What follows belongs to an exercise in optimizing a design on an open flow for small area, a short achievable clock period and few clock cycles per item; a production flow would make more cautious choices.
Function was checked by simulation only, so behaviour that the tests miss may differ from the original.

==> design/flow/design.v <==
package gdn_pkg;
    localparam int NUM_MIN = 306;
    localparam int NUM_MAX = 3652364;
    function automatic logic [3:0] fwd_month_index(input logic [3:0] month);
        logic [3:0] r;
        case (month)
            4'd0:    r = 4'd9;
            4'd1:    r = 4'd10;
            4'd2:    r = 4'd11;
            4'd13:   r = 4'd10;
            4'd14:   r = 4'd11;
            4'd15:   r = 4'd0;
            default: r = month - 4'd3;
        endcase
        fwd_month_index = r;
    endfunction
    function automatic logic [8:0] month_offset(input logic [3:0] mi);
        logic [8:0] r;
        case (mi)
            4'd0:    r = 9'd0;
            4'd1:    r = 9'd31;
            4'd2:    r = 9'd61;
            4'd3:    r = 9'd92;
            4'd4:    r = 9'd122;
            4'd5:    r = 9'd153;
            4'd6:    r = 9'd184;
            4'd7:    r = 9'd214;
            4'd8:    r = 9'd245;
            4'd9:    r = 9'd275;
            4'd10:   r = 9'd306;
            4'd11:   r = 9'd337;
            default: r = 9'd0;
        endcase
        month_offset = r;
    endfunction
    function automatic logic [3:0] month_index(input logic [8:0] ddd);
        logic [3:0] mi;
        mi = 4'd0;
        for (int k = 1; k < 12; k++)
        begin
            if (ddd >= month_offset(4'(k)))
            begin
                mi = mi + 4'd1;
            end
        end
        month_index = mi;
    endfunction
endpackage
module gdn_est (
    input  logic [21:0] n,
    output logic [13:0] est
);
    wire e_w1;
    wire e_w2;
    assign e_w1 = n[7] ^ n[9];
    assign e_w2 = n[7] & n[9];
    wire e_w3;
    wire e_w4;
    assign e_w3 = n[8] ^ n[10];
    assign e_w4 = n[8] & n[10];
    wire e_w5;
    wire e_w6;
    assign e_w5 = n[9] ^ n[11] ^ n[12];
    assign e_w6 = (n[9] & n[11]) | (n[9] & n[12]) | (n[11] & n[12]);
    wire e_w7;
    wire e_w8;
    assign e_w7 = n[10] ^ n[12];
    assign e_w8 = n[10] & n[12];
    wire e_w9;
    wire e_w10;
    assign e_w9 = n[6] ^ n[8] ^ n[9];
    assign e_w10 = (n[6] & n[8]) | (n[6] & n[9]) | (n[8] & n[9]);
    wire e_w11;
    wire e_w12;
    assign e_w11 = e_w1 ^ n[10] ^ n[12];
    assign e_w12 = (e_w1 & n[10]) | (e_w1 & n[12]) | (n[10] & n[12]);
    wire e_w13;
    wire e_w14;
    assign e_w13 = ~n[15] ^ ~n[18];
    assign e_w14 = ~n[15] & ~n[18];
    wire e_w15;
    wire e_w16;
    assign e_w15 = e_w2 ^ e_w3 ^ n[11];
    assign e_w16 = (e_w2 & e_w3) | (e_w2 & n[11]) | (e_w3 & n[11]);
    wire e_w17;
    wire e_w18;
    assign e_w17 = n[13] ^ ~n[16] ^ n[19];
    assign e_w18 = (n[13] & ~n[16]) | (n[13] & n[19]) | (~n[16] & n[19]);
    wire e_w19;
    wire e_w20;
    assign e_w19 = e_w4 ^ e_w5 ^ n[14];
    assign e_w20 = (e_w4 & e_w5) | (e_w4 & n[14]) | (e_w5 & n[14]);
    wire e_w21;
    wire e_w22;
    assign e_w21 = ~n[17] ^ ~n[20] ^ ~n[19];
    assign e_w22 = (~n[17] & ~n[20]) | (~n[17] & ~n[19]) | (~n[20] & ~n[19]);
    wire e_w23;
    wire e_w24;
    assign e_w23 = e_w6 ^ e_w7 ^ n[13];
    assign e_w24 = (e_w6 & e_w7) | (e_w6 & n[13]) | (e_w7 & n[13]);
    wire e_w25;
    wire e_w26;
    assign e_w25 = n[15] ^ ~n[18] ^ ~n[21];
    assign e_w26 = (n[15] & ~n[18]) | (n[15] & ~n[21]) | (~n[18] & ~n[21]);
    wire e_w27;
    wire e_w28;
    assign e_w27 = e_w8 ^ n[11] ^ n[13];
    assign e_w28 = (e_w8 & n[11]) | (e_w8 & n[13]) | (n[11] & n[13]);
    wire e_w29;
    wire e_w30;
    assign e_w29 = n[14] ^ n[16] ^ n[19];
    assign e_w30 = (n[14] & n[16]) | (n[14] & n[19]) | (n[16] & n[19]);
    wire e_w31;
    wire e_w32;
    assign e_w31 = n[12] ^ n[14] ^ n[15];
    assign e_w32 = (n[12] & n[14]) | (n[12] & n[15]) | (n[14] & n[15]);
    wire e_w33;
    wire e_w34;
    assign e_w33 = n[17] ^ ~n[20] ^ n[19];
    assign e_w34 = (n[17] & ~n[20]) | (n[17] & n[19]) | (~n[20] & n[19]);
    wire e_w35;
    wire e_w36;
    assign e_w35 = n[13] ^ n[15] ^ n[16];
    assign e_w36 = (n[13] & n[15]) | (n[13] & n[16]) | (n[15] & n[16]);
    wire e_w37;
    wire e_w38;
    assign e_w37 = n[18] ^ ~n[21] ^ n[19];
    assign e_w38 = (n[18] & ~n[21]) | (n[18] & n[19]) | (~n[21] & n[19]);
    wire e_w39;
    wire e_w40;
    assign e_w39 = n[14] ^ n[16] ^ n[17];
    assign e_w40 = (n[14] & n[16]) | (n[14] & n[17]) | (n[16] & n[17]);
    wire e_w41;
    wire e_w42;
    assign e_w41 = n[19] ^ ~n[19];
    assign e_w42 = n[19] & ~n[19];
    wire e_w43;
    wire e_w44;
    assign e_w43 = n[15] ^ n[17] ^ n[18];
    assign e_w44 = (n[15] & n[17]) | (n[15] & n[18]) | (n[17] & n[18]);
    wire e_w45;
    wire e_w46;
    assign e_w45 = n[16] ^ n[18] ^ n[19];
    assign e_w46 = (n[16] & n[18]) | (n[16] & n[19]) | (n[18] & n[19]);
    wire e_w47;
    wire e_w48;
    assign e_w47 = n[17] ^ n[19];
    assign e_w48 = n[17] & n[19];
    wire e_w49;
    wire e_w50;
    assign e_w49 = n[18] ^ n[20];
    assign e_w50 = n[18] & n[20];
    wire e_w51;
    wire e_w52;
    assign e_w51 = e_w9 ^ n[11];
    assign e_w52 = e_w9 & n[11];
    wire e_w53;
    wire e_w54;
    assign e_w53 = e_w10 ^ e_w11 ^ e_w13;
    assign e_w54 = (e_w10 & e_w11) | (e_w10 & e_w13) | (e_w11 & e_w13);
    wire e_w55;
    wire e_w56;
    assign e_w55 = e_w12 ^ e_w14 ^ e_w15;
    assign e_w56 = (e_w12 & e_w14) | (e_w12 & e_w15) | (e_w14 & e_w15);
    wire e_w57;
    wire e_w58;
    assign e_w57 = e_w16 ^ e_w18 ^ e_w19;
    assign e_w58 = (e_w16 & e_w18) | (e_w16 & e_w19) | (e_w18 & e_w19);
    wire e_w59;
    wire e_w60;
    assign e_w59 = e_w20 ^ e_w22 ^ e_w23;
    assign e_w60 = (e_w20 & e_w22) | (e_w20 & e_w23) | (e_w22 & e_w23);
    wire e_w61;
    wire e_w62;
    assign e_w61 = e_w24 ^ e_w26 ^ e_w27;
    assign e_w62 = (e_w24 & e_w26) | (e_w24 & e_w27) | (e_w26 & e_w27);
    wire e_w63;
    wire e_w64;
    assign e_w63 = e_w28 ^ e_w30 ^ e_w31;
    assign e_w64 = (e_w28 & e_w30) | (e_w28 & e_w31) | (e_w30 & e_w31);
    wire e_w65;
    wire e_w66;
    assign e_w65 = e_w32 ^ e_w34 ^ e_w35;
    assign e_w66 = (e_w32 & e_w34) | (e_w32 & e_w35) | (e_w34 & e_w35);
    wire e_w67;
    wire e_w68;
    assign e_w67 = e_w36 ^ e_w38 ^ e_w39;
    assign e_w68 = (e_w36 & e_w38) | (e_w36 & e_w39) | (e_w38 & e_w39);
    wire e_w69;
    wire e_w70;
    assign e_w69 = e_w40 ^ e_w42 ^ e_w43;
    assign e_w70 = (e_w40 & e_w42) | (e_w40 & e_w43) | (e_w42 & e_w43);
    wire e_w71;
    wire e_w72;
    assign e_w71 = e_w44 ^ e_w45 ^ n[21];
    assign e_w72 = (e_w44 & e_w45) | (e_w44 & n[21]) | (e_w45 & n[21]);
    wire e_w73;
    wire e_w74;
    assign e_w73 = e_w46 ^ e_w47 ^ n[20];
    assign e_w74 = (e_w46 & e_w47) | (e_w46 & n[20]) | (e_w47 & n[20]);
    wire e_w75;
    wire e_w76;
    assign e_w75 = e_w48 ^ e_w49 ^ n[21];
    assign e_w76 = (e_w48 & e_w49) | (e_w48 & n[21]) | (e_w49 & n[21]);
    wire e_w77;
    wire e_w78;
    assign e_w77 = e_w50 ^ n[19] ^ n[21];
    assign e_w78 = (e_w50 & n[19]) | (e_w50 & n[21]) | (n[19] & n[21]);
    wire e_w79;
    wire e_w80;
    assign e_w79 = e_w51 ^ ~n[14];
    assign e_w80 = e_w51 & ~n[14];
    wire e_w81;
    wire e_w82;
    assign e_w81 = e_w52 ^ e_w53 ^ ~n[17];
    assign e_w82 = (e_w52 & e_w53) | (e_w52 & ~n[17]) | (e_w53 & ~n[17]);
    wire e_w83;
    wire e_w84;
    assign e_w83 = e_w54 ^ e_w55 ^ e_w17;
    assign e_w84 = (e_w54 & e_w55) | (e_w54 & e_w17) | (e_w55 & e_w17);
    wire e_w85;
    wire e_w86;
    assign e_w85 = e_w56 ^ e_w57 ^ e_w21;
    assign e_w86 = (e_w56 & e_w57) | (e_w56 & e_w21) | (e_w57 & e_w21);
    wire e_w87;
    wire e_w88;
    assign e_w87 = e_w58 ^ e_w59 ^ e_w25;
    assign e_w88 = (e_w58 & e_w59) | (e_w58 & e_w25) | (e_w59 & e_w25);
    wire e_w89;
    wire e_w90;
    assign e_w89 = e_w60 ^ e_w61 ^ e_w29;
    assign e_w90 = (e_w60 & e_w61) | (e_w60 & e_w29) | (e_w61 & e_w29);
    wire e_w91;
    wire e_w92;
    assign e_w91 = e_w62 ^ e_w63 ^ e_w33;
    assign e_w92 = (e_w62 & e_w63) | (e_w62 & e_w33) | (e_w63 & e_w33);
    wire e_w93;
    wire e_w94;
    assign e_w93 = e_w64 ^ e_w65 ^ e_w37;
    assign e_w94 = (e_w64 & e_w65) | (e_w64 & e_w37) | (e_w65 & e_w37);
    wire e_w95;
    wire e_w96;
    assign e_w95 = e_w66 ^ e_w67 ^ e_w41;
    assign e_w96 = (e_w66 & e_w67) | (e_w66 & e_w41) | (e_w67 & e_w41);
    wire e_w97;
    wire e_w98;
    assign e_w97 = e_w68 ^ e_w69 ^ ~n[20];
    assign e_w98 = (e_w68 & e_w69) | (e_w68 & ~n[20]) | (e_w69 & ~n[20]);
    wire e_w99;
    wire e_w100;
    assign e_w99 = e_w70 ^ e_w71 ^ ~n[20];
    assign e_w100 = (e_w70 & e_w71) | (e_w70 & ~n[20]) | (e_w71 & ~n[20]);
    wire e_w101;
    wire e_w102;
    assign e_w101 = e_w72 ^ e_w73 ^ ~n[20];
    assign e_w102 = (e_w72 & e_w73) | (e_w72 & ~n[20]) | (e_w73 & ~n[20]);
    wire e_w103;
    wire e_w104;
    assign e_w103 = e_w74 ^ e_w75 ^ ~n[20];
    assign e_w104 = (e_w74 & e_w75) | (e_w74 & ~n[20]) | (e_w75 & ~n[20]);
    wire e_w105;
    wire e_w106;
    assign e_w105 = e_w76 ^ e_w77 ^ ~n[20];
    assign e_w106 = (e_w76 & e_w77) | (e_w76 & ~n[20]) | (e_w77 & ~n[20]);
    wire e_w107;
    wire e_w108;
    assign e_w107 = e_w78 ^ n[20] ^ ~n[20];
    assign e_w108 = (e_w78 & n[20]) | (e_w78 & ~n[20]) | (n[20] & ~n[20]);
    wire e_w109;
    wire e_w110;
    assign e_w109 = n[21] ^ ~n[20];
    assign e_w110 = n[21] & ~n[20];
    wire [16:0] e_a = {e_w110, e_w108, e_w106, e_w104, e_w102, e_w100, e_w98, e_w96, e_w94, e_w92, e_w90, e_w88, e_w86, e_w84, e_w82, e_w80, e_w79};
    wire [16:0] e_b = {~n[20], e_w109, e_w107, e_w105, e_w103, e_w101, e_w99, e_w97, e_w95, e_w93, e_w91, e_w89, e_w87, e_w85, e_w83, e_w81, n[17]};
    wire [16:0] e;
    assign e = e_a + e_b;
    assign est = e[16:3];
endmodule
module gdn_q (
    input  logic [13:0] y,
    output logic [6:0] q
);
    wire c_w1;
    wire c_w2;
    assign c_w1 = y[3] ^ y[6];
    assign c_w2 = y[3] & y[6];
    wire c_w3;
    wire c_w4;
    assign c_w3 = y[2] ^ y[4] ^ y[7];
    assign c_w4 = (y[2] & y[4]) | (y[2] & y[7]) | (y[4] & y[7]);
    wire c_w5;
    wire c_w6;
    assign c_w5 = y[3] ^ y[5] ^ y[8];
    assign c_w6 = (y[3] & y[5]) | (y[3] & y[8]) | (y[5] & y[8]);
    wire c_w7;
    wire c_w8;
    assign c_w7 = y[4] ^ y[6];
    assign c_w8 = y[4] & y[6];
    wire c_w9;
    wire c_w10;
    assign c_w9 = y[5] ^ y[7] ^ y[10];
    assign c_w10 = (y[5] & y[7]) | (y[5] & y[10]) | (y[7] & y[10]);
    wire c_w11;
    wire c_w12;
    assign c_w11 = y[6] ^ y[8] ^ y[11];
    assign c_w12 = (y[6] & y[8]) | (y[6] & y[11]) | (y[8] & y[11]);
    wire c_w13;
    wire c_w14;
    assign c_w13 = y[7] ^ y[9] ^ y[12];
    assign c_w14 = (y[7] & y[9]) | (y[7] & y[12]) | (y[9] & y[12]);
    wire c_w15;
    wire c_w16;
    assign c_w15 = y[8] ^ y[10] ^ y[13];
    assign c_w16 = (y[8] & y[10]) | (y[8] & y[13]) | (y[10] & y[13]);
    wire c_w17;
    wire c_w18;
    assign c_w17 = y[9] ^ y[11];
    assign c_w18 = y[9] & y[11];
    wire c_w19;
    wire c_w20;
    assign c_w19 = y[10] ^ y[12];
    assign c_w20 = y[10] & y[12];
    wire c_w21;
    wire c_w22;
    assign c_w21 = y[11] ^ y[13];
    assign c_w22 = y[11] & y[13];
    wire c_w23;
    wire c_w24;
    assign c_w23 = y[2] ^ y[5];
    assign c_w24 = y[2] & y[5];
    wire c_w25;
    wire c_w26;
    assign c_w25 = c_w1 ^ ~y[11] ^ ~y[10];
    assign c_w26 = (c_w1 & ~y[11]) | (c_w1 & ~y[10]) | (~y[11] & ~y[10]);
    wire c_w27;
    wire c_w28;
    assign c_w27 = c_w2 ^ c_w3 ^ ~y[12];
    assign c_w28 = (c_w2 & c_w3) | (c_w2 & ~y[12]) | (c_w3 & ~y[12]);
    wire c_w29;
    wire c_w30;
    assign c_w29 = c_w4 ^ c_w5 ^ ~y[13];
    assign c_w30 = (c_w4 & c_w5) | (c_w4 & ~y[13]) | (c_w5 & ~y[13]);
    wire c_w31;
    wire c_w32;
    assign c_w31 = c_w6 ^ c_w7 ^ ~y[9];
    assign c_w32 = (c_w6 & c_w7) | (c_w6 & ~y[9]) | (c_w7 & ~y[9]);
    wire c_w33;
    wire c_w34;
    assign c_w33 = c_w8 ^ c_w9 ^ ~y[9];
    assign c_w34 = (c_w8 & c_w9) | (c_w8 & ~y[9]) | (c_w9 & ~y[9]);
    wire c_w35;
    wire c_w36;
    assign c_w35 = c_w10 ^ c_w11 ^ ~y[9];
    assign c_w36 = (c_w10 & c_w11) | (c_w10 & ~y[9]) | (c_w11 & ~y[9]);
    wire c_w37;
    wire c_w38;
    assign c_w37 = c_w12 ^ c_w13 ^ ~y[9];
    assign c_w38 = (c_w12 & c_w13) | (c_w12 & ~y[9]) | (c_w13 & ~y[9]);
    wire c_w39;
    wire c_w40;
    assign c_w39 = c_w14 ^ c_w15 ^ ~y[9];
    assign c_w40 = (c_w14 & c_w15) | (c_w14 & ~y[9]) | (c_w15 & ~y[9]);
    wire c_w41;
    wire c_w42;
    assign c_w41 = c_w16 ^ c_w17 ^ ~y[9];
    assign c_w42 = (c_w16 & c_w17) | (c_w16 & ~y[9]) | (c_w17 & ~y[9]);
    wire c_w43;
    wire c_w44;
    assign c_w43 = c_w18 ^ c_w19 ^ ~y[9];
    assign c_w44 = (c_w18 & c_w19) | (c_w18 & ~y[9]) | (c_w19 & ~y[9]);
    wire c_w45;
    wire c_w46;
    assign c_w45 = c_w20 ^ c_w21 ^ ~y[9];
    assign c_w46 = (c_w20 & c_w21) | (c_w20 & ~y[9]) | (c_w21 & ~y[9]);
    wire c_w47;
    wire c_w48;
    assign c_w47 = c_w22 ^ y[12] ^ ~y[9];
    assign c_w48 = (c_w22 & y[12]) | (c_w22 & ~y[9]) | (y[12] & ~y[9]);
    wire c_w49;
    wire c_w50;
    assign c_w49 = y[13] ^ ~y[9];
    assign c_w50 = y[13] & ~y[9];
    wire [13:0] c_a = {c_w48, c_w46, c_w44, c_w42, c_w40, c_w38, c_w36, c_w34, c_w32, c_w30, c_w28, c_w26, c_w24, c_w23};
    wire [13:0] c_b = {c_w49, c_w47, c_w45, c_w43, c_w41, c_w39, c_w37, c_w35, c_w33, c_w31, c_w29, c_w27, c_w25, y[10]};
    wire [13:0] c;
    assign c = c_a + c_b;
    assign q = c[13:7];
endmodule
module gdn_z (
    input  logic t,
    input  logic [9:0] a,
    input  logic [13:0] y,
    input  logic [6:0] q,
    output logic [21:0] z
);
    wire z_w1;
    wire z_w2;
    assign z_w1 = y[0] ^ y[1];
    assign z_w2 = y[0] & y[1];
    wire z_w3;
    wire z_w4;
    assign z_w3 = y[1] ^ y[2] ^ y[4];
    assign z_w4 = (y[1] & y[2]) | (y[1] & y[4]) | (y[2] & y[4]);
    wire z_w5;
    wire z_w6;
    assign z_w5 = y[0] ^ y[2] ^ y[3];
    assign z_w6 = (y[0] & y[2]) | (y[0] & y[3]) | (y[2] & y[3]);
    wire z_w7;
    wire z_w8;
    assign z_w7 = y[0] ^ y[1] ^ y[3];
    assign z_w8 = (y[0] & y[1]) | (y[0] & y[3]) | (y[1] & y[3]);
    wire z_w9;
    wire z_w10;
    assign z_w9 = y[4] ^ y[6];
    assign z_w10 = y[4] & y[6];
    wire z_w11;
    wire z_w12;
    assign z_w11 = y[1] ^ y[2] ^ y[4];
    assign z_w12 = (y[1] & y[2]) | (y[1] & y[4]) | (y[2] & y[4]);
    wire z_w13;
    wire z_w14;
    assign z_w13 = y[5] ^ y[7];
    assign z_w14 = y[5] & y[7];
    wire z_w15;
    wire z_w16;
    assign z_w15 = y[0] ^ y[2] ^ y[3];
    assign z_w16 = (y[0] & y[2]) | (y[0] & y[3]) | (y[2] & y[3]);
    wire z_w17;
    wire z_w18;
    assign z_w17 = y[5] ^ y[6] ^ y[8];
    assign z_w18 = (y[5] & y[6]) | (y[5] & y[8]) | (y[6] & y[8]);
    wire z_w19;
    wire z_w20;
    assign z_w19 = y[10] ^ a[8];
    assign z_w20 = y[10] & a[8];
    wire z_w21;
    wire z_w22;
    assign z_w21 = y[1] ^ y[3] ^ y[4];
    assign z_w22 = (y[1] & y[3]) | (y[1] & y[4]) | (y[3] & y[4]);
    wire z_w23;
    wire z_w24;
    assign z_w23 = y[6] ^ y[7] ^ y[9];
    assign z_w24 = (y[6] & y[7]) | (y[6] & y[9]) | (y[7] & y[9]);
    wire z_w25;
    wire z_w26;
    assign z_w25 = y[11] ^ a[9] ^ ~a[7];
    assign z_w26 = (y[11] & a[9]) | (y[11] & ~a[7]) | (a[9] & ~a[7]);
    wire z_w27;
    wire z_w28;
    assign z_w27 = y[2] ^ y[4] ^ y[5];
    assign z_w28 = (y[2] & y[4]) | (y[2] & y[5]) | (y[4] & y[5]);
    wire z_w29;
    wire z_w30;
    assign z_w29 = y[7] ^ y[8] ^ y[10];
    assign z_w30 = (y[7] & y[8]) | (y[7] & y[10]) | (y[8] & y[10]);
    wire z_w31;
    wire z_w32;
    assign z_w31 = y[12] ^ ~a[7];
    assign z_w32 = y[12] & ~a[7];
    wire z_w33;
    wire z_w34;
    assign z_w33 = y[3] ^ y[5] ^ y[6];
    assign z_w34 = (y[3] & y[5]) | (y[3] & y[6]) | (y[5] & y[6]);
    wire z_w35;
    wire z_w36;
    assign z_w35 = y[8] ^ y[9] ^ y[11];
    assign z_w36 = (y[8] & y[9]) | (y[8] & y[11]) | (y[9] & y[11]);
    wire z_w37;
    wire z_w38;
    assign z_w37 = y[13] ^ ~a[7];
    assign z_w38 = y[13] & ~a[7];
    wire z_w39;
    wire z_w40;
    assign z_w39 = y[4] ^ y[6] ^ y[7];
    assign z_w40 = (y[4] & y[6]) | (y[4] & y[7]) | (y[6] & y[7]);
    wire z_w41;
    wire z_w42;
    assign z_w41 = y[9] ^ y[10] ^ y[12];
    assign z_w42 = (y[9] & y[10]) | (y[9] & y[12]) | (y[10] & y[12]);
    wire z_w43;
    wire z_w44;
    assign z_w43 = y[5] ^ y[7] ^ y[8];
    assign z_w44 = (y[5] & y[7]) | (y[5] & y[8]) | (y[7] & y[8]);
    wire z_w45;
    wire z_w46;
    assign z_w45 = y[10] ^ y[11];
    assign z_w46 = y[10] & y[11];
    wire z_w47;
    wire z_w48;
    assign z_w47 = y[6] ^ y[8] ^ y[9];
    assign z_w48 = (y[6] & y[8]) | (y[6] & y[9]) | (y[8] & y[9]);
    wire z_w49;
    wire z_w50;
    assign z_w49 = y[7] ^ y[9];
    assign z_w50 = y[7] & y[9];
    wire z_w51;
    wire z_w52;
    assign z_w51 = y[0] ^ y[2] ^ a[0];
    assign z_w52 = (y[0] & y[2]) | (y[0] & a[0]) | (y[2] & a[0]);
    wire z_w53;
    wire z_w54;
    assign z_w53 = y[1] ^ y[3] ^ a[1];
    assign z_w54 = (y[1] & y[3]) | (y[1] & a[1]) | (y[3] & a[1]);
    wire z_w55;
    wire z_w56;
    assign z_w55 = y[0] ^ y[2] ^ y[4];
    assign z_w56 = (y[0] & y[2]) | (y[0] & y[4]) | (y[2] & y[4]);
    wire z_w57;
    wire z_w58;
    assign z_w57 = a[2] ^ q[4];
    assign z_w58 = a[2] & q[4];
    wire z_w59;
    wire z_w60;
    assign z_w59 = z_w1 ^ y[3] ^ y[5];
    assign z_w60 = (z_w1 & y[3]) | (z_w1 & y[5]) | (y[3] & y[5]);
    wire z_w61;
    wire z_w62;
    assign z_w61 = a[3] ^ q[5] ^ ~q[3];
    assign z_w62 = (a[3] & q[5]) | (a[3] & ~q[3]) | (q[5] & ~q[3]);
    wire z_w63;
    wire z_w64;
    assign z_w63 = z_w2 ^ z_w3 ^ y[6];
    assign z_w64 = (z_w2 & z_w3) | (z_w2 & y[6]) | (z_w3 & y[6]);
    wire z_w65;
    wire z_w66;
    assign z_w65 = a[4] ^ q[6] ^ ~q[4];
    assign z_w66 = (a[4] & q[6]) | (a[4] & ~q[4]) | (q[6] & ~q[4]);
    wire z_w67;
    wire z_w68;
    assign z_w67 = z_w4 ^ z_w5 ^ y[5];
    assign z_w68 = (z_w4 & z_w5) | (z_w4 & y[5]) | (z_w5 & y[5]);
    wire z_w69;
    wire z_w70;
    assign z_w69 = y[7] ^ a[5] ^ ~q[5];
    assign z_w70 = (y[7] & a[5]) | (y[7] & ~q[5]) | (a[5] & ~q[5]);
    wire z_w71;
    wire z_w72;
    assign z_w71 = z_w6 ^ z_w7 ^ z_w9;
    assign z_w72 = (z_w6 & z_w7) | (z_w6 & z_w9) | (z_w7 & z_w9);
    wire z_w73;
    wire z_w74;
    assign z_w73 = y[8] ^ a[6] ^ ~q[6];
    assign z_w74 = (y[8] & a[6]) | (y[8] & ~q[6]) | (a[6] & ~q[6]);
    wire z_w75;
    wire z_w76;
    assign z_w75 = z_w8 ^ z_w10 ^ z_w11;
    assign z_w76 = (z_w8 & z_w10) | (z_w8 & z_w11) | (z_w10 & z_w11);
    wire z_w77;
    wire z_w78;
    assign z_w77 = z_w13 ^ y[9] ^ ~a[7];
    assign z_w78 = (z_w13 & y[9]) | (z_w13 & ~a[7]) | (y[9] & ~a[7]);
    wire z_w79;
    wire z_w80;
    assign z_w79 = z_w12 ^ z_w14 ^ z_w15;
    assign z_w80 = (z_w12 & z_w14) | (z_w12 & z_w15) | (z_w14 & z_w15);
    wire z_w81;
    wire z_w82;
    assign z_w81 = z_w17 ^ z_w19 ^ ~a[7];
    assign z_w82 = (z_w17 & z_w19) | (z_w17 & ~a[7]) | (z_w19 & ~a[7]);
    wire z_w83;
    wire z_w84;
    assign z_w83 = z_w16 ^ z_w18 ^ z_w20;
    assign z_w84 = (z_w16 & z_w18) | (z_w16 & z_w20) | (z_w18 & z_w20);
    wire z_w85;
    wire z_w86;
    assign z_w85 = z_w21 ^ z_w23 ^ z_w25;
    assign z_w86 = (z_w21 & z_w23) | (z_w21 & z_w25) | (z_w23 & z_w25);
    wire z_w87;
    wire z_w88;
    assign z_w87 = z_w22 ^ z_w24 ^ z_w26;
    assign z_w88 = (z_w22 & z_w24) | (z_w22 & z_w26) | (z_w24 & z_w26);
    wire z_w89;
    wire z_w90;
    assign z_w89 = z_w27 ^ z_w29 ^ z_w31;
    assign z_w90 = (z_w27 & z_w29) | (z_w27 & z_w31) | (z_w29 & z_w31);
    wire z_w91;
    wire z_w92;
    assign z_w91 = z_w28 ^ z_w30 ^ z_w32;
    assign z_w92 = (z_w28 & z_w30) | (z_w28 & z_w32) | (z_w30 & z_w32);
    wire z_w93;
    wire z_w94;
    assign z_w93 = z_w33 ^ z_w35 ^ z_w37;
    assign z_w94 = (z_w33 & z_w35) | (z_w33 & z_w37) | (z_w35 & z_w37);
    wire z_w95;
    wire z_w96;
    assign z_w95 = z_w34 ^ z_w36 ^ z_w38;
    assign z_w96 = (z_w34 & z_w36) | (z_w34 & z_w38) | (z_w36 & z_w38);
    wire z_w97;
    wire z_w98;
    assign z_w97 = z_w39 ^ z_w41 ^ ~a[7];
    assign z_w98 = (z_w39 & z_w41) | (z_w39 & ~a[7]) | (z_w41 & ~a[7]);
    wire z_w99;
    wire z_w100;
    assign z_w99 = z_w40 ^ z_w42 ^ z_w43;
    assign z_w100 = (z_w40 & z_w42) | (z_w40 & z_w43) | (z_w42 & z_w43);
    wire z_w101;
    wire z_w102;
    assign z_w101 = z_w45 ^ y[13] ^ ~a[7];
    assign z_w102 = (z_w45 & y[13]) | (z_w45 & ~a[7]) | (y[13] & ~a[7]);
    wire z_w103;
    wire z_w104;
    assign z_w103 = z_w44 ^ z_w46 ^ z_w47;
    assign z_w104 = (z_w44 & z_w46) | (z_w44 & z_w47) | (z_w46 & z_w47);
    wire z_w105;
    wire z_w106;
    assign z_w105 = y[11] ^ y[12] ^ ~a[7];
    assign z_w106 = (y[11] & y[12]) | (y[11] & ~a[7]) | (y[12] & ~a[7]);
    wire z_w107;
    wire z_w108;
    assign z_w107 = z_w48 ^ z_w49 ^ y[10];
    assign z_w108 = (z_w48 & z_w49) | (z_w48 & y[10]) | (z_w49 & y[10]);
    wire z_w109;
    wire z_w110;
    assign z_w109 = y[12] ^ y[13] ^ ~a[7];
    assign z_w110 = (y[12] & y[13]) | (y[12] & ~a[7]) | (y[13] & ~a[7]);
    wire z_w111;
    wire z_w112;
    assign z_w111 = z_w50 ^ y[8] ^ y[10];
    assign z_w112 = (z_w50 & y[8]) | (z_w50 & y[10]) | (y[8] & y[10]);
    wire z_w113;
    wire z_w114;
    assign z_w113 = y[11] ^ y[13] ^ ~a[7];
    assign z_w114 = (y[11] & y[13]) | (y[11] & ~a[7]) | (y[13] & ~a[7]);
    wire z_w115;
    wire z_w116;
    assign z_w115 = y[9] ^ y[11] ^ y[12];
    assign z_w116 = (y[9] & y[11]) | (y[9] & y[12]) | (y[11] & y[12]);
    wire z_w117;
    wire z_w118;
    assign z_w117 = y[10] ^ y[12];
    assign z_w118 = y[10] & y[12];
    wire z_w119;
    wire z_w120;
    assign z_w119 = z_w51 ^ t;
    assign z_w120 = z_w51 & t;
    wire z_w121;
    wire z_w122;
    assign z_w121 = z_w52 ^ z_w53 ^ q[3];
    assign z_w122 = (z_w52 & z_w53) | (z_w52 & q[3]) | (z_w53 & q[3]);
    wire z_w123;
    wire z_w124;
    assign z_w123 = z_w54 ^ z_w55 ^ z_w57;
    assign z_w124 = (z_w54 & z_w55) | (z_w54 & z_w57) | (z_w55 & z_w57);
    wire z_w125;
    wire z_w126;
    assign z_w125 = z_w56 ^ z_w58 ^ z_w59;
    assign z_w126 = (z_w56 & z_w58) | (z_w56 & z_w59) | (z_w58 & z_w59);
    wire z_w127;
    wire z_w128;
    assign z_w127 = z_w60 ^ z_w62 ^ z_w63;
    assign z_w128 = (z_w60 & z_w62) | (z_w60 & z_w63) | (z_w62 & z_w63);
    wire z_w129;
    wire z_w130;
    assign z_w129 = z_w64 ^ z_w66 ^ z_w67;
    assign z_w130 = (z_w64 & z_w66) | (z_w64 & z_w67) | (z_w66 & z_w67);
    wire z_w131;
    wire z_w132;
    assign z_w131 = z_w68 ^ z_w70 ^ z_w71;
    assign z_w132 = (z_w68 & z_w70) | (z_w68 & z_w71) | (z_w70 & z_w71);
    wire z_w133;
    wire z_w134;
    assign z_w133 = z_w72 ^ z_w74 ^ z_w75;
    assign z_w134 = (z_w72 & z_w74) | (z_w72 & z_w75) | (z_w74 & z_w75);
    wire z_w135;
    wire z_w136;
    assign z_w135 = z_w76 ^ z_w78 ^ z_w79;
    assign z_w136 = (z_w76 & z_w78) | (z_w76 & z_w79) | (z_w78 & z_w79);
    wire z_w137;
    wire z_w138;
    assign z_w137 = z_w80 ^ z_w82 ^ z_w83;
    assign z_w138 = (z_w80 & z_w82) | (z_w80 & z_w83) | (z_w82 & z_w83);
    wire z_w139;
    wire z_w140;
    assign z_w139 = z_w84 ^ z_w86 ^ z_w87;
    assign z_w140 = (z_w84 & z_w86) | (z_w84 & z_w87) | (z_w86 & z_w87);
    wire z_w141;
    wire z_w142;
    assign z_w141 = z_w88 ^ z_w90 ^ z_w91;
    assign z_w142 = (z_w88 & z_w90) | (z_w88 & z_w91) | (z_w90 & z_w91);
    wire z_w143;
    wire z_w144;
    assign z_w143 = z_w92 ^ z_w94 ^ z_w95;
    assign z_w144 = (z_w92 & z_w94) | (z_w92 & z_w95) | (z_w94 & z_w95);
    wire z_w145;
    wire z_w146;
    assign z_w145 = z_w96 ^ z_w98 ^ z_w99;
    assign z_w146 = (z_w96 & z_w98) | (z_w96 & z_w99) | (z_w98 & z_w99);
    wire z_w147;
    wire z_w148;
    assign z_w147 = z_w100 ^ z_w102 ^ z_w103;
    assign z_w148 = (z_w100 & z_w102) | (z_w100 & z_w103) | (z_w102 & z_w103);
    wire z_w149;
    wire z_w150;
    assign z_w149 = z_w104 ^ z_w106 ^ z_w107;
    assign z_w150 = (z_w104 & z_w106) | (z_w104 & z_w107) | (z_w106 & z_w107);
    wire z_w151;
    wire z_w152;
    assign z_w151 = z_w108 ^ z_w110 ^ z_w111;
    assign z_w152 = (z_w108 & z_w110) | (z_w108 & z_w111) | (z_w110 & z_w111);
    wire z_w153;
    wire z_w154;
    assign z_w153 = z_w112 ^ z_w114 ^ z_w115;
    assign z_w154 = (z_w112 & z_w114) | (z_w112 & z_w115) | (z_w114 & z_w115);
    wire z_w155;
    wire z_w156;
    assign z_w155 = z_w116 ^ z_w117 ^ y[13];
    assign z_w156 = (z_w116 & z_w117) | (z_w116 & y[13]) | (z_w117 & y[13]);
    wire z_w157;
    wire z_w158;
    assign z_w157 = z_w118 ^ y[11] ^ y[13];
    assign z_w158 = (z_w118 & y[11]) | (z_w118 & y[13]) | (y[11] & y[13]);
    wire z_w159;
    wire z_w160;
    assign z_w159 = z_w119 ^ q[2];
    assign z_w160 = z_w119 & q[2];
    wire z_w161;
    wire z_w162;
    assign z_w161 = z_w120 ^ z_w121 ^ ~q[1];
    assign z_w162 = (z_w120 & z_w121) | (z_w120 & ~q[1]) | (z_w121 & ~q[1]);
    wire z_w163;
    wire z_w164;
    assign z_w163 = z_w122 ^ z_w123 ^ ~q[2];
    assign z_w164 = (z_w122 & z_w123) | (z_w122 & ~q[2]) | (z_w123 & ~q[2]);
    wire z_w165;
    wire z_w166;
    assign z_w165 = z_w124 ^ z_w125 ^ z_w61;
    assign z_w166 = (z_w124 & z_w125) | (z_w124 & z_w61) | (z_w125 & z_w61);
    wire z_w167;
    wire z_w168;
    assign z_w167 = z_w126 ^ z_w127 ^ z_w65;
    assign z_w168 = (z_w126 & z_w127) | (z_w126 & z_w65) | (z_w127 & z_w65);
    wire z_w169;
    wire z_w170;
    assign z_w169 = z_w128 ^ z_w129 ^ z_w69;
    assign z_w170 = (z_w128 & z_w129) | (z_w128 & z_w69) | (z_w129 & z_w69);
    wire z_w171;
    wire z_w172;
    assign z_w171 = z_w130 ^ z_w131 ^ z_w73;
    assign z_w172 = (z_w130 & z_w131) | (z_w130 & z_w73) | (z_w131 & z_w73);
    wire z_w173;
    wire z_w174;
    assign z_w173 = z_w132 ^ z_w133 ^ z_w77;
    assign z_w174 = (z_w132 & z_w133) | (z_w132 & z_w77) | (z_w133 & z_w77);
    wire z_w175;
    wire z_w176;
    assign z_w175 = z_w134 ^ z_w135 ^ z_w81;
    assign z_w176 = (z_w134 & z_w135) | (z_w134 & z_w81) | (z_w135 & z_w81);
    wire z_w177;
    wire z_w178;
    assign z_w177 = z_w136 ^ z_w137 ^ z_w85;
    assign z_w178 = (z_w136 & z_w137) | (z_w136 & z_w85) | (z_w137 & z_w85);
    wire z_w179;
    wire z_w180;
    assign z_w179 = z_w138 ^ z_w139 ^ z_w89;
    assign z_w180 = (z_w138 & z_w139) | (z_w138 & z_w89) | (z_w139 & z_w89);
    wire z_w181;
    wire z_w182;
    assign z_w181 = z_w140 ^ z_w141 ^ z_w93;
    assign z_w182 = (z_w140 & z_w141) | (z_w140 & z_w93) | (z_w141 & z_w93);
    wire z_w183;
    wire z_w184;
    assign z_w183 = z_w142 ^ z_w143 ^ z_w97;
    assign z_w184 = (z_w142 & z_w143) | (z_w142 & z_w97) | (z_w143 & z_w97);
    wire z_w185;
    wire z_w186;
    assign z_w185 = z_w144 ^ z_w145 ^ z_w101;
    assign z_w186 = (z_w144 & z_w145) | (z_w144 & z_w101) | (z_w145 & z_w101);
    wire z_w187;
    wire z_w188;
    assign z_w187 = z_w146 ^ z_w147 ^ z_w105;
    assign z_w188 = (z_w146 & z_w147) | (z_w146 & z_w105) | (z_w147 & z_w105);
    wire z_w189;
    wire z_w190;
    assign z_w189 = z_w148 ^ z_w149 ^ z_w109;
    assign z_w190 = (z_w148 & z_w149) | (z_w148 & z_w109) | (z_w149 & z_w109);
    wire z_w191;
    wire z_w192;
    assign z_w191 = z_w150 ^ z_w151 ^ z_w113;
    assign z_w192 = (z_w150 & z_w151) | (z_w150 & z_w113) | (z_w151 & z_w113);
    wire z_w193;
    wire z_w194;
    assign z_w193 = z_w152 ^ z_w153 ^ ~a[7];
    assign z_w194 = (z_w152 & z_w153) | (z_w152 & ~a[7]) | (z_w153 & ~a[7]);
    wire z_w195;
    wire z_w196;
    assign z_w195 = z_w154 ^ z_w155 ^ ~a[7];
    assign z_w196 = (z_w154 & z_w155) | (z_w154 & ~a[7]) | (z_w155 & ~a[7]);
    wire z_w197;
    wire z_w198;
    assign z_w197 = z_w156 ^ z_w157 ^ ~a[7];
    assign z_w198 = (z_w156 & z_w157) | (z_w156 & ~a[7]) | (z_w157 & ~a[7]);
    wire z_w199;
    wire z_w200;
    assign z_w199 = z_w158 ^ y[12] ^ ~a[7];
    assign z_w200 = (z_w158 & y[12]) | (z_w158 & ~a[7]) | (y[12] & ~a[7]);
    wire z_w201;
    wire z_w202;
    assign z_w201 = y[13] ^ ~a[7];
    assign z_w202 = y[13] & ~a[7];
    wire [21:0] z_a = {z_w200, z_w198, z_w196, z_w194, z_w192, z_w190, z_w188, z_w186, z_w184, z_w182, z_w180, z_w178, z_w176, z_w174, z_w172, z_w170, z_w168, z_w166, z_w164, z_w162, z_w160, z_w159};
    wire [21:0] z_b = {z_w201, z_w199, z_w197, z_w195, z_w193, z_w191, z_w189, z_w187, z_w185, z_w183, z_w181, z_w179, z_w177, z_w175, z_w173, z_w171, z_w169, z_w167, z_w165, z_w163, z_w161, ~q[0]};
    assign z = z_a + z_b;
endmodule
module gregorian_day_number_convert_top (
    input  logic         clk,
    input  logic         rst_n,
    input  logic         req_valid,
    output logic         req_ready,
    input  logic         req_type,
    input  logic [13:0]  year_in,
    input  logic [3:0]   month_in,
    input  logic [4:0]   day_in,
    input  logic [21:0]  number_in,
    output logic         rsp_valid,
    input  logic         rsp_ready,
    output logic [21:0]  number_out,
    output logic [13:0]  year_out,
    output logic [3:0]   month_out,
    output logic [4:0]   day_out,
    output logic         range_error
);
    logic        v1_reg, v2_reg, v3_reg, v4_reg;
    logic        en;
    logic        s1_typ_reg;
    logic        s1_err_reg;
    logic [13:0] s1_y_reg;
    logic [9:0]  s1_a_reg;
    logic        s2_typ_reg;
    logic        s2_err_reg;
    logic [13:0] s2_y_reg;
    logic [9:0]  s2_a_reg;
    logic [6:0]  s2_q_reg;
    logic        s2_leap_reg;
    logic        s3_typ_reg;
    logic        s3_err_reg;
    logic        s3_leap_reg;
    logic [1:0]  s3_yh_reg;
    logic [21:0] s3_p_reg;
    logic        s4_num_reg;
    logic        s4_date_reg;
    logic        s4_err_reg;
    logic [22:0] s4_p_reg;
    assign en = !v4_reg || rsp_ready;
    assign req_ready = en;
    assign rsp_valid = v4_reg;
    always_ff @(posedge clk or negedge rst_n)
    begin
        if (!rst_n)
        begin
            v1_reg <= 1'b0;
            v2_reg <= 1'b0;
            v3_reg <= 1'b0;
            v4_reg <= 1'b0;
        end
        else if (en)
        begin
            v1_reg <= req_valid;
            v2_reg <= v1_reg;
            v3_reg <= v2_reg;
            v4_reg <= v3_reg;
        end
    end
    logic [3:0]  a_mi;
    logic        a_wrap;
    logic [8:0]  a_off;
    logic [13:0] a_yf;
    logic        a_ferr;
    logic [13:0] a_est;
    logic        a_gbad;
    gdn_est u_est (.n(number_in), .est(a_est));
    always_comb
    begin
        a_mi = gdn_pkg::fwd_month_index(month_in);
        a_wrap = (a_mi >= 4'd10);
        a_off = gdn_pkg::month_offset(a_mi) + 9'(day_in);
        a_yf = year_in - 14'(a_wrap);
        a_ferr = (a_wrap && (year_in == 14'd0)) || (a_yf > 14'd9999)
              || ((a_yf == 14'd9999) && (a_off > 9'd306))
              || ((a_yf == 14'd0) && (a_off < 9'd307));
        a_gbad = (number_in < 22'(gdn_pkg::NUM_MIN)) || (number_in > 22'(gdn_pkg::NUM_MAX));
    end
    always_ff @(posedge clk)
    begin
        if (en)
        begin
            s1_typ_reg <= req_type;
            if (req_type)
            begin
                s1_err_reg <= a_gbad;
                s1_y_reg <= a_est;
                s1_a_reg <= ~number_in[9:0];
            end
            else
            begin
                s1_err_reg <= a_ferr;
                s1_y_reg <= a_yf;
                s1_a_reg <= {1'b0, a_off};
            end
        end
    end
    logic [6:0]  b_q;
    logic [4:0]  b_rem25;
    logic        b_leap;
    gdn_q u_q (.y(s1_y_reg), .q(b_q));
    always_comb
    begin
        b_rem25 = s1_y_reg[6:2] - 5'(b_q) * 5'd25;
        b_leap = (s1_y_reg[1:0] == 2'd0) && ((b_rem25 != 5'd0) || (b_q[1:0] == 2'd0));
    end
    always_ff @(posedge clk)
    begin
        if (en)
        begin
            s2_typ_reg <= s1_typ_reg;
            s2_err_reg <= s1_err_reg;
            s2_y_reg <= s1_y_reg;
            s2_a_reg <= s1_a_reg;
            s2_q_reg <= b_q;
            s2_leap_reg <= b_leap;
        end
    end
    logic [21:0] m_z;
    gdn_z u_z (.t(s2_typ_reg), .a(s2_a_reg), .y(s2_y_reg), .q(s2_q_reg), .z(m_z));
    always_ff @(posedge clk)
    begin
        if (en)
        begin
            s3_typ_reg <= s2_typ_reg;
            s3_err_reg <= s2_err_reg;
            s3_leap_reg <= s2_leap_reg;
            s3_yh_reg <= s2_y_reg[13:12];
            s3_p_reg <= s2_typ_reg ? {s2_y_reg[11:0], ~m_z[9:0]} : m_z;
        end
    end
    logic        c_back;
    logic [8:0]  c_d;
    logic [11:1] c_ge;
    logic [3:0]  c_mi;
    logic [8:0]  c_mo;
    logic [4:0]  c_day;
    logic [3:0]  c_month;
    logic [13:0] c_year;
    always_comb
    begin
        c_back = s3_p_reg[9];
        c_d = s3_p_reg[8:0] + (c_back ? 9'd365 + 9'(s3_leap_reg) : 9'd0);
        for (int k = 1; k < 12; k++)
        begin
            c_ge[k] = (c_d >= gdn_pkg::month_offset(4'(k)));
        end
        c_mi[3] = c_ge[8];
        c_mi[2] = c_ge[4] && !c_ge[8];
        c_mi[1] = (c_ge[2] && !c_ge[4]) || (c_ge[6] && !c_ge[8]) || c_ge[10];
        c_mi[0] = (c_ge[1] && !c_ge[2]) || (c_ge[3] && !c_ge[4]) || (c_ge[5] && !c_ge[6])
               || (c_ge[7] && !c_ge[8]) || (c_ge[9] && !c_ge[10]) || c_ge[11];
        c_mo = gdn_pkg::month_offset(c_mi);
        c_day = c_d[4:0] - c_mo[4:0] + 5'd1;
        c_month = c_ge[10] ? c_mi - 4'd9 : c_mi + 4'd3;
        c_year = {s3_yh_reg, s3_p_reg[21:10]} - 14'(c_back) + 14'(c_ge[10]);
    end
    always_ff @(posedge clk)
    begin
        if (en)
        begin
            s4_num_reg <= !s3_typ_reg && !s3_err_reg;
            s4_date_reg <= s3_typ_reg && !s3_err_reg;
            s4_err_reg <= s3_err_reg;
            s4_p_reg <= s3_typ_reg ? {c_year, c_month, c_day} : {1'b0, s3_p_reg};
        end
    end
    assign range_error = s4_err_reg;
    assign number_out = s4_num_reg ? s4_p_reg[21:0] : 22'd0;
    assign year_out = s4_date_reg ? s4_p_reg[22:9] : 14'd0;
    assign month_out = s4_date_reg ? s4_p_reg[8:5] : 4'd0;
    assign day_out = s4_date_reg ? s4_p_reg[4:0] : 5'd0;
endmodule
==> design/flow/run.sh <==
#!/bin/bash
# synth_recipe.tcl (not shown) runs the flow's synth.tcl, then flattens the netlist and writes it again
# the make line also repeats each setting of config.mk as NAME=value (left out here)
make -C /OpenROAD-flow-scripts/flow DESIGN_CONFIG=/design/flow/config.mk WORK_HOME=/design/flow/orfs CLKGATE_MAP_FILE= SYNTH_SCRIPT=/design/flow/synth_recipe.tcl finish
==> design/flow/config.mk <==
export PLATFORM = sky130hd
export DESIGN_NAME = gregorian_day_number_convert_top
export DESIGN_NICKNAME = gregorian_day_number_convert_top
export VERILOG_FILES = /design/flow/design.v
export SDC_FILE = /design/flow/constraint.sdc
export NUM_CORES = 4
export LEC_CHECK = 0
export CAP_MARGIN = 20
export CORE_MARGIN = 2
export CORE_UTILIZATION = 40
export SETUP_SLACK_MARGIN = 4.2
export SLEW_MARGIN = 20
==> design/flow/constraint.sdc <==
create_clock -name core_clock -period 9.0 [get_ports {clk}]
set_input_delay 1.8000 -clock core_clock [delete_from_list [all_inputs] [get_ports {clk}]]
set_output_delay 1.8000 -clock core_clock [all_outputs]
set_load 0.01 [all_outputs]
==> results of run 1 <==
area by class of cell:
type	instances	share of cell area, %
tap	448	3.21
clock buffer	17	2.43
clock inverter	15	1.04
sequential	117	20.0
inverter	214	4.68
multi-input combinational	969	57.9
timing repair buffer	211	10.7
worst max-delay path, stage by stage, from the launching register on:
cell and delay, ns:
edfxtp_1 0.47, nor2b_4 0.18, ha_4 0.16, fa_2 0.38, a211o_1 0.35, a21oi_4 0.30
xnor2_4 0.13, maj3_2 0.33, o31ai_2 0.29, a311oi_2 0.16, a2111oi_4 0.21, buf_4 0.20
buf_12 0.11, buf_4 0.11, buf_4 0.10, ha_1 0.14, a21oi_2 0.06, ha_1 0.34
ha_4 0.23, a21o_1 0.16, a21oi_2 0.15, xnor2_1 0.15, xnor2_1 0.15, xnor2_1 0.14
nand2_1 0.10, xnor2_2 0.18
stage by stage:
stage	utilization, %	std cells	setup WS, ns	hold slack [ns]	area (um^2)
floorplan	-	1323	3.48	0.400	13800
global placement	45.4	1848	2.48	0.402	15200
detailed placement	45.4	1848	2.38	0.405	15200
CTS	50.3	1965	3.49	0.419	16900
global route	52.1	1991	3.24	0.427	17500
finish	52.1	1991	3.45	0.418	17500
placed cells by master (no fill, tap or decap), types with 8 or more instances in the layout:
cell,n
nand2b_1,9
mux2i_1,15
inv_1,197
clkbuf_16,17
buf_4,108
mux2_2,13
a21oi_1,44
nand2_1,58
xor2_1,33
nand3_1,21
xnor2_1,54
and2_1,49
o211ai_1,8
nor2_1,68
edfxtp_1,113
fa_2,12
ha_1,114
o21ai_0,33
clkdlybuf4s50_1,76
a21oi_2,15
fa_1,138
ha_4,23
and3_1,9
nor3_1,15
inv_2,13
a31oi_1,11
nand4_1,10
a21o_1,17
nor2b_1,11
nor4_1,10
repair_timing:
item,CTS,global route
gates cloned,2,0
buffers inserted,83,26
pin swaps,75,90
setup endpoints to repair,42,37
gates resized for setup,148,87
hold buffers,0,0
per-layer routing:
layer | GRT usage, % | up-vias
li1 | - | 4945
met3 | 2.74 | 47
met5 | 0 | -
met1 | 23.1 | 4941
met4 | 6.40 | 0
met2 | 31.7 | 237
kinds of logic (layout without fill, tap and decap cells):
kind of cell	count (synthesis)	after routing
adder cells (fa/ha/maj)	294	294
buffers and inverters	239	457
multiplexers	28	28
AO/OA/AOI/OAI	232	232
XOR/XNOR	102	102
AND/OR/NAND/NOR	311	313
flip-flops	117	117
final timing paths:
kind,startpoint,cells after the start,slack [ns],end
max in group asynchronous,rst_n,1,7.26,v4_reg
hold / removal,s1_a_reg[9],0,0.42,s2_a_reg[9]
hold reg to reg,s1_a_reg[9],0,0.42,s2_a_reg[9]
setup / recovery,s3_p_reg[9],25,3.45,s4_p_reg[4]
setup reg to reg,s3_p_reg[9],25,3.45,s4_p_reg[4]
min in group asynchronous,rst_n,1,1.57,v3_reg
==> key figures, run 1 <==
STA
  • Final setup violation count: 0
  • Least-Margin Pin Slew: 0.925 ns
  • FMAX: roughly 0.18 GHz
  • Clock skew: around 0.013 ns
  • Slew Viols, Final: 0
  • Slew Limit Headroom: around 37%
  • Fin. Hold Viols: 0
  • Min Clock Period, post-route: ~5.6 ns
  • RSZ-0062 raised after global routing: yes
  • Setup TNS: 0 ns
  • Fin crit share: just over 60%

Synth
  • Simple-Gate Fraction of Synth Area: 11.9%
  • Synth area leader: edfxtp_1
  • Post-synth EDFFs: approximately 110
  • Sequential share of the synthesized area: approximately a quarter
  • Post-synthesis async set-or-reset flop share: 3.42%
  • Post-synthesis instance total: approximately 1,300
  • Synth Area in Adders: around a third
  • Synth Cell Area: approximately 14,000 um^2
  • Top post-synthesis cells by count: inv_1, fa_1, ha_1
  • Most common cell in the netlist: inv_1
  • Synth Net Count: about 1,700
  • Flops & latches, synth: 117
  • Top cell type's share of synthesized area: approximately 25%
  • Synth area leaders: edfxtp_1, fa_1, ha_1, inv_1, xnor2_1
  • Primary FF master, synth: edfxtp_1
  • Synth cell types: 78
  • Syn Area/Cell: just over 10 um^2
  • Main combinational cell family by area after synthesis: adder cells
  • Yosys warnings: 1
  • Multiplexer share of the synthesized area: approximately 2.2%
  • Post-synthesis compound-gate area fraction: a little under an eighth
  • Synth Area in XOR/XNOR: roughly 6.6%

Drt
  • Met3 wire length: between 1000 and 1500 um
  • # DRC: 0
  • Post-DRT Antenna Nets: 0
  • Top layer in use: met4
  • Vias/cell: about 5
  • Pre-antenna DRT Iters: 5
  • Drt wl/cell: 15.9 um
  • Final wirelength: around 32,000 um
  • Metal-1 WL: between 10,000 and 15,000 um
  • Total number of vias: roughly 10,000
  • Met2 wire length: 15,700 um
  • Iteration-0 DRC Markers: 455

Clocking
  • Clock latency (worst-skew pair): 0.43 ns
  • Worst-path clk slew: ~0.06 ns
  • Sink Count: 117
  • Num CTS Buffers: 17
  • Clock root buffer: clkbuf_16
  • CTS tree: yes
  • Clk buf depth: 2
  • H-Tree Depth: 4

Floorplanning
  • IO Count: 98
  • Die H: around 190 um
  • Starting Density: between 40% and 50%
  • Full die area: about 35,000 um^2
  • Core Region: between 30,000 and 40,000 um^2
  • Die Wd: between 150 and 200 um
  • Row count: 67

GRT
  • First-pass GRT wire length: between 50,000 and 60,000 um
  • Initial antenna violation count: 0
  • Largest net degree at the start of global routing: 66
  • Vias in the first global route: around 10,000
  • All-Layer GR Usage: a little under a fifth
  • Grt total ovfl: 0

Worst setup path
  • Crit path max fanout: 3
  • Critical Path AT: approximately 5.7 ns
  • Setup CP Type: reg -> reg
  • Data required, critical path: between 9 and 10 ns
  • CP startpoint kind: flip-flop
  • Crit. End Element: flip-flop

Finish
  • N_diodes: 0
  • Share of layout cells above drive strength 1: 21.5%
  • Seq. cell area: 3490 um^2
  • Largest register FFs: 23
  • Filler Cells Inserted: 2,921
  • Net count, final: about 1,900
  • P&R area growth vs syn: 28.6%
  • Area occupied by multi-input gates: approximately 10,000 um^2

Flow run
  • Maxcap violations: 0

Placed design
  • Port buffer count: between 90 and 100
  • Dpl hpwl: between 20,000 and 25,000 um
  • Final weighted congestion in routability-driven placement: around 0.9

Hold path
  • Hold Crit Class: reg -> reg

Status
  • Status: no timing/DRC/antenna violations
Testbench counts, summed over its fixed seeds: cycles 12,032, items 12,000.
==> run 2: changes to the inputs <==
--- a/design/flow/config.mk
+++ b/design/flow/config.mk
@@ -8,5 +8,6 @@
 export CAP_MARGIN = 20
 export CORE_MARGIN = 2
-export CORE_UTILIZATION = 40
-export SETUP_SLACK_MARGIN = 4.2
+export CORE_UTILIZATION = 60
+export PLACE_DENSITY = 0.75
+export SETUP_SLACK_MARGIN = 3.5
 export SLEW_MARGIN = 20
==> run 2 against run 1 <==
Net effect: first-iteration DRC count rose by 14%; synthesized cell count did not move; synthesized area did not move; utilization rose by 20 points; clock skew fell by 0.0082 ns; setup slack improved by 0.033 ns; worst hold slack improved by 0.00051 ns; register-to-register slack improved by 0.05 ns; highest routed layer unchanged; largest cell class unchanged.
==> key figures, run 2 <==
Hold path
  • Hold Crit Class: reg -> reg

Finish
  • P&R area growth vs syn: 19.3%
  • Commonest non-fill, non-tap cell in the layout: inv_1
  • N_diodes: 0
  • Share of layout cells above drive strength 1: between 10% and 20%
  • Net count, final: 1,808
  • Commonest cells after routing, fill and taps aside: inv_1, fa_1, ha_1, edfxtp_1, clkdlybuf4s50_1
  • Final Core Density: slightly above 70%
  • Largest register FFs: 23
  • Filler Cells Inserted: approximately 1,600

Placed design
  • Port buffer count: 97
  • Post-Place Setup Slack: around 2.3 ns
  • Final weighted congestion in routability-driven placement: 0.919
  • Dpl hpwl: about 23,000 um

Clocking
  • Clk buf depth: 2
  • H-Tree Depth: 4
  • Clock root buffer: clkbuf_16
  • Sink Count: 117
  • CTS tree: yes
  • Clock latency (worst-skew pair): between 0.4 and 0.5 ns
  • Worst-path clk slew: 0.05 ns
  • Num CTS Buffers: 17

Worst setup path
  • Critical Path AT: between 5 and 6 ns
  • Crit path max fanout: 6
  • Data required, critical path: 9.14 ns
  • CP startpoint kind: primary input
  • Setup CP Type: in -> reg
  • Crit. End Element: flip-flop

Synth
  • Primary FF master, synth: edfxtp_1
  • Most common cell in the netlist: inv_1
  • Post-synthesis async set-or-reset flop share: 3.42%
  • Yosys warnings: 1
  • Post-synthesis instance total: 1,323
  • Post-synth EDFFs: about 110
  • Synth Cell Area: roughly 14,000 um^2
  • Synth cell types: 78
  • Top post-synthesis cells by count: inv_1, fa_1, ha_1
  • Synth area leader: edfxtp_1
  • Synth area leaders: edfxtp_1, fa_1, ha_1, inv_1, xnor2_1
  • Syn Area/Cell: 10.3 um^2
  • Sequential share of the synthesized area: 25.7%
  • Top cell type's share of synthesized area: 25.0%
  • Flops & latches, synth: 117
  • Synth Net Count: approximately 1,700

Drt
  • # DRC: 0
  • Pre-antenna DRT Iters: 5
  • Post-DRT Antenna Nets: 0
  • Total number of vias: ~10,000
  • Final wirelength: 29,000 um
  • Iteration-0 DRC Markers: 520
  • Vias/cell: approximately 5.7
  • Drt wl/cell: between 15 and 20 um

Floorplanning
  • IO Count: 98
  • Full die area: between 20,000 and 25,000 um^2
  • Die Wd: 155 um
  • Row count: 55
  • Starting Density: a little over 60%
  • Die H: approximately 150 um
  • Core Region: ~22,000 um^2

GRT
  • Grt total ovfl: 0
  • All-Layer GR Usage: 24.5%
  • Largest net degree at the start of global routing: 67
  • First-pass GRT wire length: around 47,000 um
  • Initial antenna violation count: 0
  • Vias in the first global route: between 10,000 and 15,000

STA
  • Min Clock Period, post-route: roughly 5.5 ns
  • Slew Viols, Final: 0
  • Final setup violation count: 0
  • Fin crit share: approximately three fifths
  • RSZ-0062 raised after global routing: yes
  • Hold WS: approximately 0.42 ns
  • Least-Margin Pin Slew: between 0.8 and 0.9 ns
  • Slew Limit Headroom: a little under half
  • Clock skew: ~0.0052 ns
  • FMAX: approximately 0.18 GHz
  • Fin. Hold Viols: 0
  • Setup WS post-layout: ~3.5 ns
  • Setup TNS: 0 ns

Flow run
  • Maxcap violations: 0

Status
  • Status: no timing/DRC/antenna violations
run 2: cell type report:
cell class	count	area (um^2)	area share, %
Sequential cell	117	3490	21.5
Timing Repair Buffer	148	1350	8.30
Clock inverter	14	136	0.841
Tap cell	285	357	2.20
Inverter	214	812	5.01
Clock buffer	18	429	2.65
Multi-Input combinational cell	967	9640	59.5
run 2: cell families after synthesis:
| group | count (synthesis) | synth area share, % |
|---|---|---|
| simple gates | 311 | 11.9 |
| fa+ha+maj | 294 | 35.3 |
| buf+inv | 239 | 6.72 |
| compound gates | 232 | 11.5 |
| flops | 117 | 25.7 |
| xor+xnor | 102 | 6.63 |
| mux | 28 | 2.18 |
run 2: worst max-delay path, stage by stage:
cell	delay, ns
buf_12	0.12
ha_4	0.26
inv_2	0.03
fa_1	0.51
inv_2	0.04
fa_1	0.48
inv_1	0.05
fa_1	0.50
inv_2	0.06
ha_4	0.26
a31o_4	0.16
a21oi_4	0.06
o211ai_1	0.19
nand2_1	0.11
o211ai_1	0.28
a41oi_2	0.24
a21boi_2	0.22
mux2i_1	0.21
a311oi_1	0.06
run 2: worst paths after layout:
kind,startpoint,endpoint,slack (ns),depth (start not counted)
worst max-delay path,number_in[9],s1_y_reg[12],3.48,19
min in group asynchronous,rst_n,v4_reg,1.58,1
worst min register to register,s1_a_reg[8],s2_a_reg[8],0.42,0
worst max register to register,s3_p_reg[9],s4_p_reg[4],3.50,24
worst min-delay path,s1_a_reg[8],s2_a_reg[8],0.42,0
max in group asynchronous,rst_n,v3_reg,7.25,1
run 2: repair_timing:
action,in CTS,in global routing
gates resized for setup,69,55
setup endpoints to repair,19,15
pin swaps,25,38
buffers inserted,19,27
hold buffers,0,0
run 2: per-layer routing:
metal  vias up  global-route usage (%)  part of all wire [%]
met2       297                    45.2                    52
li1       4813                       -                     -
met4         0                    9.22                   3.4
met1      4829                    28.9                    40
met5         -                       0                     0
met3        77                    3.78                   4.1
run 2: through the flow:
stage | cell area [um^2] | std cells
after floorplan | 13700 | 1323
after global placement | 14900 | 1684
after detailed placement | 14900 | 1684
after CTS | 15700 | 1735
after global routing | 16200 | 1763
final | 16200 | 1763
==> run 3: changes to the inputs <==
--- a/design/flow/config.mk
+++ b/design/flow/config.mk
@@ -8,6 +8,5 @@
 export CAP_MARGIN = 20
 export CORE_MARGIN = 2
-export CORE_UTILIZATION = 60
-export PLACE_DENSITY = 0.75
+export CORE_UTILIZATION = 40
 export SETUP_SLACK_MARGIN = 3.5
 export SLEW_MARGIN = 20
==> run 3 against run 2 <==
Net effect: synthesized area did not move; utilization down 23 points; final cell count increased by 9.5%; register-to-register slack worse by 0.06 ns.
==> key figures, run 3 <==
Status
  • Status: no timing/DRC/antenna violations

Placed design
  • Port buffer count: 97
  • Dpl hpwl: approximately 23,000 um
  • Placed Cells: ~1,800
  • Final weighted congestion in routability-driven placement: between 0.8 and 0.9

Drt
  • Post-DRT Antenna Nets: 0
  • Vias/cell: between 5 and 6
  • Final wirelength: 29,000 um
  • Total number of vias: 9,734
  • Pre-antenna DRT Iters: 5
  • Drt wl/cell: approximately 15 um
  • Iteration-0 DRC Markers: between 400 and 500
  • # DRC: 0

Synth
  • Post-synthesis async set-or-reset flop share: under 10%
  • Synth area leaders: edfxtp_1, fa_1, ha_1, inv_1, xnor2_1
  • Primary FF master, synth: edfxtp_1
  • Top post-synthesis cells by count: inv_1, fa_1, ha_1
  • Synth Net Count: about 1,700
  • Flops & latches, synth: roughly 120
  • Top cell type's share of synthesized area: about a quarter
  • Yosys warnings: 1
  • Post-synthesis instance total: around 1,300
  • Post-synth EDFFs: 113
  • Synth cell types: 78
  • Syn Area/Cell: 10.3 um^2
  • Synth area leader: edfxtp_1
  • Synth Cell Area: ~14,000 um^2
  • Sequential share of the synthesized area: between 20% and 30%
  • Most common cell in the netlist: inv_1

Hold path
  • Hold Crit Class: reg -> reg

GRT
  • Largest net degree at the start of global routing: 67
  • Vias in the first global route: approximately 9,700
  • All-Layer GR Usage: about 17%
  • First-pass GRT wire length: 48,500 um
  • Initial antenna violation count: 0
  • Grt total ovfl: 0

Clocking
  • Clock root buffer: clkbuf_16
  • Clk buf depth: 2
  • Worst-path clk slew: about 0.06 ns
  • Clock latency (worst-skew pair): ~0.43 ns
  • H-Tree Depth: 4
  • Sink Count: approximately 120
  • Num CTS Buffers: 17
  • CTS tree: yes

Worst setup path
  • Data required, critical path: a little over 9 ns
  • Setup CP Type: reg -> reg
  • Top cell family by delay on the critical path: compound AO/OA/AOI/OAI gates
  • CP Buf/Inv Count: 6
  • Crit. End Element: flip-flop
  • Critical Path AT: ~5.7 ns
  • CP startpoint kind: flip-flop
  • Largest incremental delay on the critical path: 0.44 ns
  • Crit path max fanout: 8
  • Worst path slowest cell: edfxtp_1

STA
  • Least-Margin Pin Slew: approximately 0.86 ns
  • Min Clock Period, post-route: ~5.6 ns
  • Fin. Hold Viols: 0
  • Slew Viols, Final: 0
  • RSZ-0062 raised after global routing: yes
  • Final setup violation count: 0
  • Clock skew: approximately 0.011 ns
  • FMAX: between 0.15 and 0.2 GHz
  • Setup TNS: 0 ns
  • Fin crit share: 61.7%
  • Slew Limit Headroom: 42.4%

Flow run
  • Maxcap violations: 0

Floorplanning
  • Full die area: 35,500 um^2
  • Die H: 188 um
  • Core Region: between 30,000 and 40,000 um^2
  • IO Count: between 90 and 100
  • Row count: 67
  • Die Wd: 188 um
  • Starting Density: roughly two fifths

Finish
  • N_diodes: 0
  • Layout Cells excl Fill: about 1,900
  • Filler Cells Inserted: 3,012
  • Commonest cells after routing, fill and taps aside: inv_1, fa_1, ha_1, edfxtp_1, clkdlybuf4s50_1
  • Net count, final: roughly 1,800
  • P&R area growth vs syn: 20.8%
  • Commonest non-fill, non-tap cell in the layout: inv_1
  • Share of layout cells above drive strength 1: 13.2%
  • Largest register FFs: 23
==> run 3: changes by cell type in the layout (fill, tap and decap cells not counted), sizes merged <==
cell           before  now
buf                54   62
bufinv              2    0
clkbuf             20   21
clkdlybuf4s15       3    2
clkdlybuf4s50      78   77
clkinv             11    1
clkinvlp            2    7
dlygate4sd2        11    6
dlymetal6s2s        0    2
inv               213  221
==> run 3: path summary, 6_finish.rpt <==
| check | startpoint | to | slack [ns] | cells after the start |
|---|---|---|---|---|
| worst min-delay path | s1_a_reg[7] | s2_a_reg[7] | 0.42 | 0 |
| worst max-delay path | s3_p_reg[9] | s4_p_reg[4] | 3.44 | 26 |
| worst max register to register | s3_p_reg[9] | s4_p_reg[4] | 3.44 | 26 |
| min in group asynchronous | rst_n | v2_reg | 1.57 | 1 |
| max in group asynchronous | rst_n | v3_reg | 7.27 | 1 |
| worst min register to register | s1_a_reg[7] | s2_a_reg[7] | 0.42 | 0 |
==> run 3: cell families after synthesis <==
logic type      synth area share [%]
compound gates                  11.5
buf+inv                         6.72
mux                             2.18
xor+xnor                        6.63
flops                           25.7
simple gates                    11.9
fa+ha+maj                       35.3
==> run 3: layer usage <==
layer  wire length (um)  up-vias  GRT usage (%)
met5                  0        -              0
met4                296        0           3.55
met3                904       21           2.25
met2              14300      188           29.6
met1              13400     4698           22.2
li1                   -     4827              -
==> run 3: worst reg2reg max path, cell delays in order (launching register included) <==
cell	delay, ns
edfxtp_1	0.44
buf_6	0.16
buf_4	0.16
ha_2	0.40
a21o_1	0.18
a21oi_4	0.10
buf_4	0.16
buf_4	0.14
a31oi_2	0.26
nand2_2	0.16
o311a_4	0.15
a32o_2	0.24
a2111oi_4	0.40
inv_1	0.16
ha_4	0.32
nor3_2	0.05
a211oi_2	0.22
ha_1	0.19
inv_1	0.06
ha_1	0.29
a21o_1	0.17
a21oi_2	0.13
xnor2_1	0.14
xnor2_1	0.16
xnor2_1	0.14
nand2_1	0.11
xnor2_2	0.18
==> run 3: timing repair <==
| action | CTS | global route |
|---|---|---|
| resized for setup | 65 | 81 |
| endpoints found under the setup margin | 19 | 13 |
| hold buffers | 0 | 0 |
| pin swaps | 20 | 30 |
| setup buffers | 16 | 36 |
| hold endpoints to repair | 0 | 0 |
==> run 3: area by class of cell <==
| type | count | area (um^2) | area share [%] |
|---|---|---|---|
| Clock buffer | 17 | 425 | 2.59 |
| Clock inverter | 15 | 134 | 0.815 |
| Inverter | 214 | 815 | 4.96 |
| Multi-Input combinational cell | 967 | 9610 | 58.5 |
| Sequential cell | 117 | 3490 | 21.3 |
| Tap cell | 448 | 561 | 3.41 |
| Timing Repair Buffer | 153 | 1390 | 8.44 |
==> run 3: through the flow <==
step / utilization, % / worst slack [ns] / cell area [um^2] / hold slack (ns)
global route: 49.0 / 3.16 / 16400 / 0.428
finish: 49.0 / 3.44 / 16400 / 0.419
detailed placement: 45.1 / 2.34 / 15100 / 0.405
global placement: 45.1 / 2.43 / 15100 / 0.402
floorplan: - / 3.47 / 13700 / 0.400
CTS: 47.4 / 3.45 / 15900 / 0.418

==> re-timing with driven ports <==
No port has a modelled driver above. Below, the same layouts with a new extraction and two added sets of constraints. Step 1 (the two cells are an assumption about what drives the block):
set clk [get_ports {clk}]
set_driving_cell -lib_cell sky130_fd_sc_hd__clkbuf_16 $clk
set_driving_cell -lib_cell sky130_fd_sc_hd__buf_2 [delete_from_list [all_inputs] $clk]
Step 2, shift: input delay + t, output delay - t, t = (earliest + latest rising clock arrival at the registers) / 2. This alone moves slack from input paths to output paths. a / b / c = no drivers / after step 1 / after step 2; a / b = the first two.
run | shift t [ns] | setup WS [ns] | worst slew at a driven data input, ns | cell pins on the clock port's net
run 1 | 0.471 | 3.448 / 3.448 / 3.077 | 0.06 | 1
run 2 | 0.456 | 3.481 / 3.480 / 3.025 | 0.06 | 1
run 3 | 0.468 | 3.443 / 3.443 / 3.173 | 0.06 | 1
After both steps every run listed still meets setup and hold. For run 2, which loses most, drivers alone change the setup slack by -0.001 ns; drivers and shift together by -0.456 ns.
